Source: an optimization exercise on an open RTL-to-GDS flow (aim: small area). Production flows keep margins and buffers that such runs may drop. The RTL was checked by simulation tests, not by an equivalence proof against the original design. Power is estimated from default activity; no workload was simulated.

==> run F <==
==> flow/design.v <==
`default_nettype none
package audio_pkg;
  localparam int unsigned CLK_HZ   = 100_000_000;
  localparam int unsigned SIL      = 100_000_000;
  localparam int unsigned MAX_TONE = 20_000;
endpackage
`default_nettype wire
`default_nettype none
module square_gen #(
  parameter int unsigned CLK_HZ = audio_pkg::CLK_HZ,
  parameter int unsigned SIL    = audio_pkg::SIL
) (
  input  logic        clk,
  input  logic        rst,
  input  logic [31:0] tone_i,
  output logic        sq_o,
  output logic        silent_o
);
  localparam int unsigned HALF = CLK_HZ / 2;
  logic [14:0] tone_q;    
  logic        act_q;     
  logic [25:0] acc_q;     
  logic        sq_q;
  logic        audible_w, change_w, wrap_w;
  logic [25:0] sum_w;
  assign audible_w = (tone_i[31:15] == 17'd0) && (tone_i[14:0] != 15'd0) &&
                     (tone_i[14:0] <= 15'(audio_pkg::MAX_TONE));
  assign change_w  = !act_q || (tone_i[14:0] != tone_q);
  logic [26:0] cy_w;
  assign cy_w[0] = 1'b0;
  for (genvar i = 0; i < 26; i++) begin : g_add
    if (i < 15) begin : g_fa
      assign sum_w[i]   = acc_q[i] ^ tone_q[i] ^ cy_w[i];
      assign cy_w[i+1]  = (acc_q[i] & tone_q[i]) | (acc_q[i] & cy_w[i]) | (tone_q[i] & cy_w[i]);
    end else begin : g_ha
      assign sum_w[i]   = acc_q[i] ^ cy_w[i];
      assign cy_w[i+1]  = acc_q[i] & cy_w[i];
    end
  end
  assign wrap_w    = (sum_w > 26'(HALF));
  always_ff @(posedge clk) begin
    tone_q <= tone_i[14:0];
    acc_q  <= (change_w || wrap_w) ? {11'd0, tone_i[14:0]} : sum_w;
    sq_q   <= change_w ? 1'b0 : (sq_q ^ wrap_w);
  end
  always_ff @(posedge clk or negedge rst) begin
    if (!rst) act_q <= 1'b0;
    else      act_q <= audible_w;
  end
  assign sq_o     = sq_q;
  assign silent_o = !act_q;
endmodule
`default_nettype wire
`default_nettype none
module tone_to_dac #(
  parameter int unsigned CLK_HZ = audio_pkg::CLK_HZ,
  parameter int unsigned SIL    = audio_pkg::SIL
) (
  input  logic        clk,
  input  logic        rst,
  input  logic [31:0] toneL,
  input  logic [31:0] toneR,
  input  logic [2:0]  volume,
  input  logic        mute,
  output logic        audio_mclk,
  output logic        audio_lrck,
  output logic        audio_sck,
  output logic        audio_sdin
);
  logic [8:0] cnt_q;
  logic       nz_l_q, nz_r_q;       
  logic       pos_l_q, pos_r_q;     
  logic [2:0] vol_q;
  logic       sq_l, sil_l, sq_r, sil_r;
  logic       load_w, live_w;
  square_gen #(.CLK_HZ(CLK_HZ), .SIL(SIL)) u_sq_l (
    .clk      (clk),
    .rst      (rst),
    .tone_i   (toneL),
    .sq_o     (sq_l),
    .silent_o (sil_l)
  );
  square_gen #(.CLK_HZ(CLK_HZ), .SIL(SIL)) u_sq_r (
    .clk      (clk),
    .rst      (rst),
    .tone_i   (toneR),
    .sq_o     (sq_r),
    .silent_o (sil_r)
  );
  assign load_w = (cnt_q == 9'd511);
  assign live_w = !mute && (volume != 3'd0);
  always_ff @(posedge clk or negedge rst) begin
    if (!rst) begin
      cnt_q  <= 9'd0;
      nz_l_q <= 1'b0;
      nz_r_q <= 1'b0;
    end else begin
      cnt_q <= cnt_q + 9'd1;
      if (load_w) begin
        nz_l_q <= live_w && !sil_l;
        nz_r_q <= live_w && !sil_r;
      end
    end
  end
  always_ff @(posedge clk) begin
    if (load_w) begin
      pos_l_q <= sq_l;
      pos_r_q <= sq_r;
      vol_q   <= volume;
    end
  end
  logic [3:0] j_w, m_w;
  logic       nz_w, pos_w;
  assign j_w   = cnt_q[7:4];
  assign m_w   = (vol_q >= 3'd5) ? 4'd1 : (4'd6 - {1'b0, vol_q});
  assign nz_w  = cnt_q[8] ? nz_r_q : nz_l_q;
  assign pos_w = cnt_q[8] ? pos_r_q : pos_l_q;
  assign audio_mclk = cnt_q[1];
  assign audio_sck  = cnt_q[3];
  assign audio_lrck = cnt_q[8];
  assign audio_sdin = nz_w && (pos_w ? (j_w == m_w) : (j_w <= m_w));
endmodule
`default_nettype wire
==> flow/flow/run.sh <==
#!/bin/bash
# Standard layout, but with the smallest buffer on the ports and no CTS dummy loads.
export BUFFER_PORTS_ARGS="-buffer_cell sky130_fd_sc_hd__buf_1"
export CTS_ARGS="-sink_clustering_enable -repair_clock_nets -dont_use_dummy_load -buf_list sky130_fd_sc_hd__clkbuf_8"
bash standard.sh > standard.log 2>&1
==> flow/standard.sh <==
#!/bin/bash
# synth_recipe.tcl (not shown) runs the flow's synth.tcl, then flattens the netlist and writes it again
# the make line also repeats each setting of config.mk as NAME=value (left out here)
make -C /OpenROAD-flow-scripts/flow DESIGN_CONFIG=/design/flow/config.mk WORK_HOME=/design/flow/orfs CLKGATE_MAP_FILE= SYNTH_SCRIPT=/design/flow/synth_recipe.tcl "${@:-finish}"
==> flow/config.mk <==
export PLATFORM = sky130hd
export DESIGN_NAME = tone_to_dac
export DESIGN_NICKNAME = tone_to_dac
export VERILOG_FILES = /design/flow/design.v
export SDC_FILE = /design/flow/constraint.sdc
export NUM_CORES = 4
export LEC_CHECK = 0
export CAP_MARGIN = 20
export CORE_MARGIN = 2
export CORE_UTILIZATION = 40
export CTS_BUF_LIST = sky130_fd_sc_hd__clkbuf_2
export SLEW_MARGIN = 20
==> flow/constraint.sdc <==
create_clock -name core_clock -period 90.0 [get_ports {clk}]
set_input_delay 18.0000 -clock core_clock [delete_from_list [all_inputs] [get_ports {clk}]]
set_output_delay 18.0000 -clock core_clock [all_outputs]
set_load 0.01 [all_outputs]
==> inputs of run R, as changes to run F <==
--- a/flow/design.v
+++ b/flow/design.v
@@ -27,15 +27,5 @@
                      (tone_i[14:0] <= 15'(audio_pkg::MAX_TONE));
   assign change_w  = !act_q || (tone_i[14:0] != tone_q);
-  logic [26:0] cy_w;
-  assign cy_w[0] = 1'b0;
-  for (genvar i = 0; i < 26; i++) begin : g_add
-    if (i < 15) begin : g_fa
-      assign sum_w[i]   = acc_q[i] ^ tone_q[i] ^ cy_w[i];
-      assign cy_w[i+1]  = (acc_q[i] & tone_q[i]) | (acc_q[i] & cy_w[i]) | (tone_q[i] & cy_w[i]);
-    end else begin : g_ha
-      assign sum_w[i]   = acc_q[i] ^ cy_w[i];
-      assign cy_w[i+1]  = acc_q[i] & cy_w[i];
-    end
-  end
+  assign sum_w     = acc_q + {11'd0, tone_q};
   assign wrap_w    = (sum_w > 26'(HALF));
   always_ff @(posedge clk) begin
==> flow/run.sh (new file) <==
#!/bin/bash
# synth_recipe.tcl (not shown) runs the flow's synth.tcl, then flattens the netlist and writes it again
# the make line also repeats each setting of config.mk as NAME=value (left out here)
make -C /OpenROAD-flow-scripts/flow DESIGN_CONFIG=/design/flow/config.mk WORK_HOME=/design/flow/orfs CLKGATE_MAP_FILE= SYNTH_SCRIPT=/design/flow/synth_recipe.tcl finish
CTS_BUF_LIST = default   (was sky130_fd_sc_hd__clkbuf_2)
removed: flow/flow/run.sh
removed: flow/standard.sh
==> inputs of run Z, as changes to run F <==
--- a/flow/design.v
+++ b/flow/design.v
@@ -38,5 +38,8 @@
     end
   end
-  assign wrap_w    = (sum_w > 26'(HALF));
+  logic hi_top_w;
+  assign hi_top_w  = sum_w[25] & sum_w[23] & sum_w[22] & sum_w[21] & sum_w[20] &
+                     sum_w[19] & sum_w[17];
+  assign wrap_w    = hi_top_w & (sum_w[16] | (sum_w[15] & (sum_w[14:0] > 15'd28800)));
   always_ff @(posedge clk) begin
     tone_q <= tone_i[14:0];
==> flow/flow/run.sh (replaced) <==
#!/bin/bash
# Standard layout with: the smallest buffer on the ports, no CTS dummy loads,
# no ABC pre-mapping before full-adder extraction, and every combinational
# cell downsized before the placement repair_design.
export BUFFER_PORTS_ARGS="-buffer_cell sky130_fd_sc_hd__buf_1"
export CTS_ARGS="-sink_clustering_enable -repair_clock_nets -dont_use_dummy_load -buf_list sky130_fd_sc_hd__clkbuf_16"
export SYNTH_ARGS="-noabc"
export PRE_RESIZE_TCL="$(pwd)/flow/downsize.tcl"
bash standard.sh > standard.log 2>&1
==> flow/flow/downsize.tcl (new file) <==
# Before the placement-stage repair_design: give every combinational cell its
# smallest drive strength (same function and pins); repair_design then fixes
# any slew or capacitance limit this breaks. Timing has tens of ns of slack.
set ::dont_use_list $::env(DONT_USE_CELLS)
proc ds_dont_use {name} {
  foreach pat $::dont_use_list { if {[string match $pat $name]} { return 1 } }
  return 0
}
set ::ds_best [dict create]
foreach lc [get_lib_cells *] {
  set n [get_name $lc]
  if {![regexp {^(sky130_fd_sc_hd__[a-z0-9]+)_([0-9]+)$} $n -> base sz]} { continue }
  if {[ds_dont_use $n]} { continue }
  set a [get_property $lc area]
  if {![dict exists $::ds_best $base] || $a < [lindex [dict get $::ds_best $base] 1]} {
    dict set ::ds_best $base [list $n $a]
  }
}
set ds_count 0
set ds_saved 0.0
foreach inst [get_cells *] {
  set ref [get_property $inst ref_name]
  if {![regexp {^(sky130_fd_sc_hd__[a-z0-9]+)_([0-9]+)$} $ref -> base sz]} { continue }
  # keep registers, clock cells, taps, ties and fillers as they are
  if {[regexp {^sky130_fd_sc_hd__(s?e?df|dl|clk|tap|conb|fill|decap|diode)} $ref]} { continue }
  if {![dict exists $::ds_best $base]} { continue }
  lassign [dict get $::ds_best $base] best barea
  if {$best eq $ref} { continue }
  set old [get_property [get_lib_cells $ref] area]
  if {$barea >= $old} { continue }
  replace_cell $inst [get_lib_cells $best]
  incr ds_count
  set ds_saved [expr {$ds_saved + $old - $barea}]
}
puts "downsize: replaced $ds_count cells, saved $ds_saved um2"
==> inputs of run X, as changes to run F <==
==> flow/flow/run.sh (replaced) <==
#!/bin/bash
# Standard layout with: smallest buffer on the ports, no CTS dummy loads,
# no ABC pre-mapping before full-adder extraction, and power recovery (downsizing).
export BUFFER_PORTS_ARGS="-buffer_cell sky130_fd_sc_hd__buf_1"
export CTS_ARGS="-sink_clustering_enable -repair_clock_nets -dont_use_dummy_load -buf_list sky130_fd_sc_hd__clkbuf_8"
export SYNTH_ARGS="-noabc"
export RECOVER_POWER=100
bash standard.sh > standard.log 2>&1
==> metrics.yaml <==
pwr:
  power.total_uw: 107
synth:
  synth.cells.most_frequent: "84 x dfxtp_1, 59 x xnor2_1, 46 x nor2_1"
drt:
  dr.first_iter.drc_count: 376
timing:
  finClkSkew_ns: 0.0130
run_status:
  status: "timing/DRC/antenna clean"
setup_path:
  r2r_start: "u_sq_r.tone_q[0]"
grt:
  grt_max_degree: 27
cells_and_area:
  nets: 867
worst_hold_path:
  hp-start: "u_sq_l.sq_q"
[end of results for run R]
==> metrics.yaml <==
run_status:
  status: "timing/DRC/antenna clean"
setup_path:
  r2r_start: "u_sq_l.tone_q[0]"
cells_and_area:
  final_area_um2: 5280
  nets: 604
drt:
  dr.first_iter.drc_count: 119
placed_design:
  finalWeightedCongestion: 0.804
synth:
  synth.cells.most_frequent: "84 x dfxtp_1, 35 x nor2_1, 34 x xnor2_1"
  synth_fp_nets: 524
  synth_compound_area_frac: 0.0266
die:
  io_pins: 74
pwr:
  power.total_uw: 89.5
grt:
  grt_max_degree: 19
worst_hold_path:
  hp-start: "u_sq_r.sq_q"
timing:
  finClkSkew_ns: 0.0153
[end of results for run Z]
==> metrics.yaml <==
drt:
  dr.first_iter.drc_count: 99
run_status:
  check.faults: "max-capacitance violations, max-slew violations"
  status: "complete, but fails checks"
grt:
  grt_max_degree: 27
job:
  max-cap-violations: 1
timing:
  finClkSkew_ns: 0.0168
  slew_viol_final: 27
cells_and_area:
  nets: 599
[end of results for run X]
==> metrics.yaml <==
pwr:
  combPwrFrac: 0.123
  power.total_uw: 80.5
drt:
  wl_met2_um: 3900
  dr.first_iter.drc_count: 80
  avgRoutedWirePerCell_um: 13.5
grt:
  track_usage: 0.146
  grt_max_degree: 27
setup_path:
  r2r_start: "u_sq_r.tone_q[0]"
cells_and_area:
  nets: 626
run_status:
  status: "timing/DRC/antenna clean"
synth:
  synth.cells.most_frequent: "84 x dfxtp_1, 55 x inv_1, 35 x xnor2_1"
cts:
  cts_tree: "built"
worst_hold_path:
  hp-start: "cnt_q[0]"
[end of results for run F]

==> static timing again, ports no longer ideal <==
In the flow no input, the clock included, has a driving cell. The finished layouts below were timed again as built, in two steps.
Step 1 (the two cells are an assumption about what drives the block):
set clk [get_ports {clk}]
set_driving_cell -lib_cell sky130_fd_sc_hd__clkbuf_16 $clk
set_driving_cell -lib_cell sky130_fd_sc_hd__buf_2 [delete_from_list [all_inputs] $clk]
Step 2 adds t to the input delays and takes it off the output delays; t is the mean of the earliest and latest rising clock arrival at the registers after step 1. Input paths then give back, and output paths get back, about the clock's delay inside the block.
Slacks: no drivers / after step 1 / after step 2; pairs: no drivers / after step 1.
run	t, ns	slack for setup (ns)	hold slack, ns	worst setup path at the end	worst slew at a driven data input, ns
run F	0.390	69.455 / 69.422 / 69.685	0.437 / 0.437 / 0.437	input to register	0.05
run R	0.387	69.082 / 69.055 / 68.700	0.462 / 0.462 / 0.462	input to register	0.06
run Z	0.369	69.495 / 69.459 / 69.525	0.481 / 0.481 / 0.481	input to register	0.04
run X	0.382	68.044 / 68.032 / 67.650	0.488 / 0.488 / 0.488	input to register	0.05
For run X, which loses most, drivers alone change the setup slack by -0.012 ns; drivers and shift together by -0.394 ns.
